What follows belongs to an exercise in optimizing a design on an open flow for small area, a short achievable clock period and few clock cycles; a production flow would make more cautious choices. At most, simulation tests tie the RTL to the original design; equivalence was not proved. Power figures rest on the tool's default switching activity, not on a simulated workload.

Setup of onyx:
==> flow/design.v <==
package buffer_pkg;
	typedef logic [8-1:0] lane_t;
	typedef logic [4*8-1:0] word_t;
	typedef logic [$clog2(4*32)-1:0] buf_addr_t;
endpackage
package window_pkg;
	typedef logic [$clog2(32+1)-1:0] dim_t;
	typedef enum logic {
		STRIDE_1 = 1'b0,
		STRIDE_2 = 1'b1
	} stride_e;
	typedef enum logic [1:0] {
		WR_IDLE  = 2'd0,
		WR_FILL  = 2'd1,
		WR_DRAIN = 2'd2  
	} wr_state_e;
	typedef enum logic [1:0] {
		RD_IDLE = 2'd0,
		RD_WAIT = 2'd1,  
		RD_SCAN = 2'd2
	} rd_state_e;
endpackage
`timescale 1ns/1ps
module conv_feeder (
	input  logic        clk,
	input  logic        rst,
	input  logic        i_start,
	input  logic [5:0]  i_cols,
	input  logic [5:0]  i_rows,
	input  logic        i_stride,
	input  logic        i_valid,
	input  logic [31:0] i_data,
	output logic        o_full,
	output logic        o_valid,
	output logic [31:0] o_lane_data,
	output logic        o_done
);
	logic       busy;
	logic [5:0] g_cm1;  
	logic [5:0] g_rm1;  
	logic       g_s2;
	logic [4:0] g_ocm1;  
	logic acc_all;   
	logic acc_all2;  
	logic        s_v;
	logic [31:0] s_d;
	logic [5:0]  p_row;
	logic [5:0]  p_col;
	logic [4:0]  p_d;  
	logic [4:0] tau;
	logic [4:0] e_d;  
	logic       e_odd;  
	logic [4:0] x_rem;  
	logic [4:0] y_rem;  
	logic       last_x;
	logic       last_y;
	logic [1:0] e_r;  
	logic [1:0] e_c;  
	logic       e_done;
	logic [31:0] bw [3];
	logic [1:0]  b_cnt;
	logic [1:0]  b_lag;  
	logic m_wr_en;  
	logic [31:0] ring_a [32];
	logic [31:0] ring_b [32];
	logic idle;
	logic start;
	assign idle = !busy || (e_done && acc_all2);
	assign start = idle && i_start;
	logic [4:0] d;     
	assign d = e_d;
	logic t_is_b;  
	assign t_is_b = !g_s2 && e_odd;
	logic fill_done;  
	logic b_eq;
	logic bw_ok;
	assign b_eq = (b_lag == 2'd0);
	assign bw_ok = (b_cnt == 2'd3) && b_eq;
	logic emit;
	always_comb begin
		emit = 1'b0;
		if (busy && !e_done) begin
			case (e_r)
				2'd0: emit = fill_done && (d[2:0] == 3'd3);
				2'd1: emit = bw_ok && (d[2:0] == 3'd0);
				default: emit = bw_ok;
			endcase
		end
	end
	logic win_end;
	assign win_end = emit && (e_r == 2'd2) && (e_c == 2'd2);
	logic bw_wr;
	assign bw_wr = emit && (e_r == 2'd1) &&
		(last_x || (e_c == 2'd0) || (g_s2 && (e_c == 2'd1)));
	logic        pix_v;
	logic [31:0] pix_d;
	logic        p_al;
	assign pix_v = s_v || (i_valid && busy && !acc_all);
	assign pix_d = s_v ? s_d : i_data;
	assign p_al = (p_d[2:0] == 3'd0);
	logic [5:0] g_mrow2;   
	logic [5:0] g_mcol2;   
	logic [5:0] g_elim;    
	logic k_fill, k_bot, k_mrow;
	logic c_in;    
	logic c_lt;    
	logic r_fill, r_bot, r_mrow;
	assign r_fill = k_fill;
	assign r_bot = k_bot && c_in;
	assign r_mrow = k_mrow;
	logic n_fill, n_bot, n_mrow;
	always_comb begin
		n_fill = (p_row == 6'd0);
		n_bot = 1'b0;
		n_mrow = 1'b0;
		if (!n_fill) begin
			if (!g_s2)
				n_bot = 1'b1;
			else if (p_row[0])
				n_bot = (p_row < g_mrow2);
			else
				n_mrow = (p_row + 6'd1 < g_mrow2);
		end
	end
	logic drop_ok;
	assign drop_ok = (b_cnt != 2'd3) || !b_eq;
	logic bw_in;    
	logic in_wr;    
	logic consume;
	always_comb begin
		bw_in = 1'b0;
		in_wr = 1'b0;
		consume = 1'b0;
		if (pix_v) begin
			if (r_fill) begin
				in_wr = p_al;
				consume = p_al;
			end else if (r_bot) begin
				bw_in = drop_ok;
				consume = drop_ok;
			end else if (r_mrow) begin
				in_wr = p_al && (m_wr_en || (last_x && c_lt));
				consume = in_wr;
			end else begin
				consume = 1'b1;  
			end
		end
	end
	logic full_q;
	assign o_full = full_q;
	logic accept;
	assign accept = i_valid && !s_v && busy && !acc_all;
	logic p_wrap;
	logic last_acc;
	assign p_wrap = (p_col == g_cm1);
	assign last_acc = (p_row == g_rm1) && p_wrap;
	logic        wa_en, wb_en;
	logic [1:0]  wa_idx, wb_idx;
	logic [31:0] wa_data, wb_data;
	logic        in_b;
	assign in_b = (p_row != 6'd0);
	logic        wa_src, wb_src;  
	always_comb begin
		wa_en = bw_wr && !t_is_b;
		wa_idx = d[4:3];
		wa_src = 1'b0;
		if (in_wr && !in_b) begin
			wa_en = 1'b1;
			wa_idx = p_d[4:3];
			wa_src = 1'b1;
		end
		wb_en = bw_wr && t_is_b;
		wb_idx = d[4:3];
		wb_src = 1'b0;
		if (in_wr && in_b) begin
			wb_en = 1'b1;
			wb_idx = p_d[4:3];
			wb_src = 1'b1;
		end
	end
	logic [3:0]  qa_sel, qb_sel;
	logic        qa_src, qb_src;
	logic [1:0]  q_ec;
	always_ff @(posedge clk) begin
		for (int k = 0; k < 4; k++) begin
			qa_sel[k] <= wa_en && (wa_idx == 2'(k));
			qb_sel[k] <= wb_en && (wb_idx == 2'(k));
		end
		qa_src <= wa_src;
		qb_src <= wb_src;
		q_ec <= e_c;
	end
	logic [31:0] q_pix;
	assign q_pix = s_d;
	logic [31:0] q_bw;
	assign q_bw = bw[q_ec];
	assign wa_data = qa_src ? q_pix : q_bw;
	assign wb_data = qb_src ? q_pix : q_bw;
	logic [31:0] rd;
	always_comb begin
		case (e_r)
			2'd0: rd = t_is_b ? ring_b[{d[4:3], 3'd3}] : ring_a[{d[4:3], 3'd3}];
			2'd1: rd = t_is_b ? ring_a[{d[4:3], 3'd0}] : ring_b[{d[4:3], 3'd0}];
			default: rd = bw[e_c];
		endcase
	end
	always_ff @(posedge clk) begin
		for (int k = 0; k < 32; k++) begin
			if ((k % 8) == 6 && qa_sel[((k + 2) / 8) % 4])
				ring_a[k] <= wa_data;
			else
				ring_a[k] <= ring_a[(k + 1) % 32];
			if ((k % 8) == 6 && qb_sel[((k + 2) / 8) % 4])
				ring_b[k] <= wb_data;
			else
				ring_b[k] <= ring_b[(k + 1) % 32];
		end
	end
	logic [4:0] n_ocm1, n_orm1;
	assign n_ocm1 = i_stride ? 5'((i_cols - 6'd3) >> 1) : 5'(i_cols - 6'd3);
	assign n_orm1 = i_stride ? 5'((i_rows - 6'd3) >> 1) : 5'(i_rows - 6'd3);
	always_ff @(posedge clk) begin
		if (rst) begin
			busy <= 1'b0;
			s_v <= 1'b0;
			full_q <= 1'b0;
			e_done <= 1'b0;
			acc_all <= 1'b0;
			acc_all2 <= 1'b0;
			tau <= '0;
			m_wr_en <= 1'b0;
			b_cnt <= '0;
		end else begin
			tau <= tau + 5'd1;
			acc_all2 <= acc_all;
			if (start) begin
				busy <= 1'b1;
				g_cm1 <= i_cols - 6'd1;
				g_rm1 <= i_rows - 6'd1;
				g_s2 <= i_stride;
				g_ocm1 <= n_ocm1;
				acc_all <= 1'b0;
				acc_all2 <= 1'b0;
				s_v <= 1'b0;
				full_q <= 1'b0;
				p_row <= '0;
				p_col <= '0;
				k_fill <= 1'b1;
				k_bot <= 1'b0;
				k_mrow <= 1'b0;
				c_in <= 1'b1;
				c_lt <= (n_ocm1 != 5'd0);
				fill_done <= 1'b0;
				g_mrow2 <= {n_orm1, 1'b0} + 6'd2;
				g_mcol2 <= {n_ocm1, 1'b0} + 6'd2;
				g_elim <= {n_ocm1, 1'b0};
				tau <= 5'd31;
				p_d <= 5'd1;   
				e_d <= 5'd1;
				e_odd <= 1'b0;
				x_rem <= n_ocm1;
				y_rem <= n_orm1;
				last_x <= (n_ocm1 == 5'd0);
				last_y <= (n_orm1 == 5'd0);
				e_r <= '0;
				e_c <= '0;
				e_done <= 1'b0;
				b_cnt <= '0;
				b_lag <= '0;
				m_wr_en <= 1'b0;
			end else begin
				if (accept && last_acc)
					acc_all <= 1'b1;
				if (consume) begin
					if (p_wrap) begin
						p_col <= '0;
						p_row <= p_row + 6'd1;
						p_d <= ~tau;
						k_fill <= n_fill;
						k_bot <= n_bot;
						k_mrow <= n_mrow;
						c_in <= 1'b1;
						c_lt <= (g_elim != 6'd0);
						if (p_row == 6'd1)
							fill_done <= 1'b1;
					end
					else begin
						p_col <= p_col + 6'd1;
						if (g_s2 && p_col == g_mcol2)
							c_in <= 1'b0;
						if (p_col + 6'd1 == g_elim)
							c_lt <= 1'b0;
					end
				end else begin
					p_d <= p_d - 5'd1;
				end
				if (consume)
					s_v <= 1'b0;
				else if (accept)
					s_v <= 1'b1;
				full_q <= (!consume && (accept || s_v)) || acc_all || (accept && last_acc);
				if (emit && last_x && e_r == 2'd1 && e_c == 2'd2)
					m_wr_en <= 1'b1;
				else if (in_wr && r_mrow && p_wrap)
					m_wr_en <= 1'b0;
				if (win_end && last_x) begin
					b_cnt <= '0;
					b_lag <= '0;
				end else if (win_end) begin
					b_lag <= g_s2 ? 2'd2 : 2'd1;
				end else if (bw_in) begin
					if (b_cnt != 2'd3)
						b_cnt <= b_cnt + 2'd1;
					else
						b_lag <= b_lag - 2'd1;
				end
				if (!emit)
					e_d <= e_d - 5'd1;
				if (emit) begin
					if (e_c != 2'd2) begin
						e_c <= e_c + 2'd1;
					end else begin
						e_c <= '0;
						if (e_r != 2'd2) begin
							e_r <= e_r + 2'd1;
							e_d <= e_d - 5'd3;
						end else begin
							e_r <= '0;
							if (!last_x) begin
								x_rem <= x_rem - 5'd1;
								last_x <= (x_rem == 5'd1);
								e_d <= g_s2 ? e_d - 5'd1 : e_d - 5'd2;
							end else begin
								x_rem <= g_ocm1;
								last_x <= (g_ocm1 == 5'd0);
								e_d <= ~tau;
								if (last_y) begin
									e_done <= 1'b1;
								end else begin
									e_odd <= !e_odd;
									y_rem <= y_rem - 5'd1;
									last_y <= (y_rem == 5'd1);
								end
							end
						end
					end
				end
			end
		end
	end
	always_ff @(posedge clk) begin
		if (!s_v)
			s_d <= i_data;
		if (bw_in) begin
			bw[0] <= bw[1];
			bw[1] <= bw[2];
			bw[2] <= pix_d;
		end
	end
	logic [31:0] out_q;
	logic        out_v;
	logic        out_last;
	logic [7:0]  l1_q;
	logic [7:0]  l2_q [2];
	logic [7:0]  l3_q [3];
	always_ff @(posedge clk) begin
		if (rst) begin
			out_v <= 1'b0;
			out_last <= 1'b0;
		end else begin
			out_v <= emit;
			out_last <= win_end && last_x && last_y;
		end
	end
	always_ff @(posedge clk) begin
		out_q <= rd;
		l1_q <= out_q[15:8];
		l2_q[0] <= out_q[23:16];
		l2_q[1] <= l2_q[0];
		l3_q[0] <= out_q[31:24];
		l3_q[1] <= l3_q[0];
		l3_q[2] <= l3_q[1];
	end
	assign o_valid = out_v;
	assign o_done = out_last;
	assign o_lane_data = {l3_q[2], l2_q[1], l1_q, out_q[7:0]};
endmodule
Settings: LEC_CHECK=0, CAP_MARGIN=20, CORE_MARGIN=2, CORE_UTILIZATION=40, CTS_CLUSTER_DIAMETER=120, CTS_CLUSTER_SIZE=30, SETUP_SLACK_MARGIN=3.7, SLEW_MARGIN=20; clock period 6.0 ns.
run.sh (not shown) runs the stock make flow with config.mk's settings and CLKGATE_MAP_FILE= SYNTH_SCRIPT=/design/flow/synth_recipe.tcl, a recipe that flattens the netlist after the stock synthesis.
Testbench counts of onyx, summed over its fixed seeds: cycles 114,913.
What violet does differently from onyx at the input level:
diff --git a/flow/design.v b/flow/design.v
--- a/flow/design.v
+++ b/flow/design.v
@@ -254,9 +254,9 @@
 				g_mrow2 <= {n_orm1, 1'b0} + 6'd2;
 				g_mcol2 <= {n_ocm1, 1'b0} + 6'd2;
 				g_elim <= {n_ocm1, 1'b0};
-				tau <= 5'd31;
-				p_d <= 5'd1;   
-				e_d <= 5'd1;
+				tau <= 5'd0;   
+				p_d <= 5'd0;
+				e_d <= 5'd0;
 				e_odd <= 1'b0;
 				x_rem <= n_ocm1;
 				y_rem <= n_orm1;
Results
Combinational cell fraction of total power ended up 0.3 points higher on violet than on onyx. Comparing violet and onyx, fraction of the mapped netlist area in compound gates is lower on onyx. Summary of violet over onyx: worst setup slack saw a decrease; power grew by 150 µW. Floorplan die width: violet vs onyx, no meaningful difference. Summary of violet over onyx: via count picked up an extra 687, critical path's largest stage delay roughly the same.
The RTL of violet was laid out without a check of its function.

==> re-timing with driven ports <==
In the flow no input, the clock included, has a driving cell. The finished layouts below were timed again as built, in two steps. Step 1 assumes that a clkbuf_16 drives the clock port and a buf_2 every other input. Step 2 times the ports against the registers' clock, not the clock port: input delays grow and output delays shrink by t, the midpoint of the rising clock arrivals with the driver on. Three values: ideal, step 1, step 2; two values: the first two.
| run | shift t [ns] | setup WS [ns] | hold WS [ns] | clock arrival spread, ns |
|---|---|---|---|---|
| onyx | 0.788 | 3.556 / 3.481 / 3.004 | 0.288 / 0.288 / 0.288 | 0.058 / 0.059 |
| violet | 0.794 | 3.511 / 3.435 / 3.023 | 0.318 / 0.318 / 0.318 | 0.054 / 0.054 |
After both steps setup and hold are still met in every run listed. The setup slack of onyx, which loses most, moves by -0.075 ns with the drivers and by -0.552 ns with both steps.
